From an optimization exercise on the open Yosys and OpenROAD flow, aimed at small area, a short achievable clock period and few clock cycles per item; shortcuts taken in it are not production practice. Function was checked by simulation only, so behaviour that the tests miss may differ from the original. Power and IR drop assume default switching activity.

== v48 ==
Design fp32_mul_pipe, start of the top module:
module fp32_mul_pipe #(
  parameter logic [31:0] QNAN = fp32_pkg::QNAN
) (
  input  logic        clk,
  input  logic        rst_n,
  input  logic        in_valid,
  output logic        in_ready,
  input  logic [31:0] A,
  input  logic [31:0] B,
  output logic        out_valid,
  input  logic        out_ready,
  output logic [31:0] result,
  output logic [2:0]  flags
);
For scale: about 89 flip-flops, ~19000 sq um of cells after synthesis.
==> flow/config.mk <==
export PLATFORM = sky130hd
export DESIGN_NAME = fp32_mul_pipe
export DESIGN_NICKNAME = fp32_mul_pipe
export VERILOG_FILES = /design/flow/design.v
export SDC_FILE = /design/flow/constraint.sdc
export NUM_CORES = 4
export LEC_CHECK = 0
export ABC_AREA = 1
export CAP_MARGIN = 20
export CORE_MARGIN = 2
export CORE_UTILIZATION = 55
export CTS_BUF_LIST = sky130_fd_sc_hd__clkbuf_4 sky130_fd_sc_hd__clkbuf_8
export SETUP_SLACK_MARGIN = 2.6
export SLEW_MARGIN = 20
export SYNTH_HIERARCHICAL = 1
export SYNTH_MINIMUM_KEEP_SIZE = 0
export TNS_END_PERCENT = 5
==> flow/constraint.sdc <==
create_clock -name core_clock -period 8.0 [get_ports {clk}]
set_input_delay 1.6000 -clock core_clock [delete_from_list [all_inputs] [get_ports {clk}]]
set_output_delay 1.6000 -clock core_clock [all_outputs]
set_load 0.01 [all_outputs]
standard.sh (not shown) runs the stock make flow with config.mk's settings and CLKGATE_MAP_FILE= SYNTH_SCRIPT=/design/flow/synth_recipe.tcl, a recipe that flattens the netlist after the stock synthesis.
==> flow/flow/run.sh <==
#!/bin/bash
# The standard layout, with the port buffers that global placement inserts made plain
# buffers (sky130_fd_sc_hd__buf_2) instead of the delay cell that buffer_ports picks.
set -euo pipefail
export BUFFER_PORTS_ARGS="-buffer_cell sky130_fd_sc_hd__buf_2"
bash standard.sh finish > standard_flow.log 2>&1
v48 was carried through to the last stage, and its layout satisfied the timing, DRC and antenna checks.
Testbench counts of v48, summed over its fixed seeds: cycles 8,008, items 8,000.
For v53, these inputs were changed with respect to v48:
Settings: SETUP_SLACK_MARGIN changed from 2.6 to 2.5; CORE_UTILIZATION changed from 55 to 45; CTS_BUF_LIST removed (was sky130_fd_sc_hd__clkbuf_4 sky130_fd_sc_hd__clkbuf_8).
==> flow/flow/run.sh <==
#!/bin/bash
# The standard layout, with two changes: the port buffers that global placement inserts
# are plain buffers (sky130_fd_sc_hd__buf_2) instead of the delay cell buffer_ports picks,
# and after global routing the resizer downsizes gates off the critical paths
# (ORFS's RECOVER_POWER step).
set -euo pipefail
export BUFFER_PORTS_ARGS="-buffer_cell sky130_fd_sc_hd__buf_2"
export RECOVER_POWER=100
bash standard.sh finish > standard_flow.log 2>&1
Results
- v53 finished every stage; the final checks, however, were not passed, the failures being max-capacitance violations, max-slew violations.
- On v53: worst setup slack after layout is 0.95 ns lower than what v48 gave.
- Data-path buffer share of cell area in the final layout sits lower in v53 than in v48.
- Diff v48 -> v53: worst voltage drop across the vdd grid fell about 28%; I/O pin count about even.
- Capturing element of the worst setup path: rq[26]$_DFFE_PP_ -> v53, rq[24]$_DFFE_PP_ -> v48
- Max final estimated routing congestion in global placement across v48 and v53: v48
- Compare v48 and v53 | per-cell via count in the routed design higher: v48
- Number of tap instances (v48 / v53): 0.78
- Diff v48..v53 | synthesized cell count | unchanged
- Static leakage down 1.7% in v53 wrt v48
- Post-detailed-routing wire length ended up 2.5% lower on v53 than on v48.
Here is what was changed in the inputs of v31 compared with v53.
Settings: ABC_AREA: 1 -> 0.
==> flow/flow/run.sh <==
#!/bin/bash
# The standard layout, with the port buffers that global placement inserts made plain
# buffers (sky130_fd_sc_hd__buf_2) instead of the delay cell that buffer_ports picks.
set -euo pipefail
export BUFFER_PORTS_ARGS="-buffer_cell sky130_fd_sc_hd__buf_2"
bash standard.sh finish > standard_flow.log 2>&1
### Flow results
- v31: all stages complete, timing, DRC and antenna checks passed
- Against v53, v31 comes in 1.1 points higher on portion of total power attributed to combinational logic.
- Run comparison: v53 category of the critical setup timing path input port to flip-flop; v31 category of the critical setup timing path flip-flop to output pin
- Looking at non-clock buffer count across v53 and v31, the one that comes out higher is v31.
- Most frequent standard cell in the layout excluding fill and tap cells = a21oi_1: v31; most frequent standard cell in the layout excluding fill and tap cells = nand2_1: v53
- When v31 is measured against v53, its detailed-routed wire length on met2 turns out 13 mm higher.
- Power (v31 vs. v53) increases by a little under 10%
Input changes introduced in v45 (baseline for comparison: v31):
Settings: ABC_AREA changed from 0 to 1; PLACE_DENSITY newly set to 0.75; CORE_UTILIZATION changed from 45 to 65.
Findings:
For cell area after layout, dividing the value from v45 by the value from v31 gives 0.77. Lower met2 capacity usage during global routing among v45 and v31: v31. For v45, the category of the most critical setup path was input port to flip-flop, unlike v31, where it was flip-flop to output pin. On clock skew: v45 sits below v31. Share of cells above drive strength 1: v45 vs v31 — no meaningful difference.

## port drivers added, routing unchanged
Ports are ideal in the flow. The routed layouts listed here were re-timed in OpenROAD. Step 1: set_driving_cell puts a clkbuf_16 on clk and a buf_2 on each other input, an assumption about the parent block. Step 2, shift: input delay + t, output delay - t, t = (earliest + latest rising clock arrival at the registers) / 2. This alone moves slack from input paths to output paths. a / b / c = no drivers / after step 1 / after step 2; a / b = the first two.
run	t (ns)	slack for setup (ns)	hold WS [ns]
v48	0.460	2.616 / 2.647 / 2.188	0.957 / 0.925 / 1.016
v53	0.408	1.666 / 1.691 / 1.283	1.002 / 0.971 / 1.380
v31	0.433	2.484 / 2.423 / 1.990	0.973 / 0.938 / 1.065
v45	0.402	2.547 / 2.578 / 2.176	0.746 / 0.746 / 0.746
For v31, which loses most, drivers alone change the setup slack by -0.061 ns; drivers and shift together by -0.494 ns.
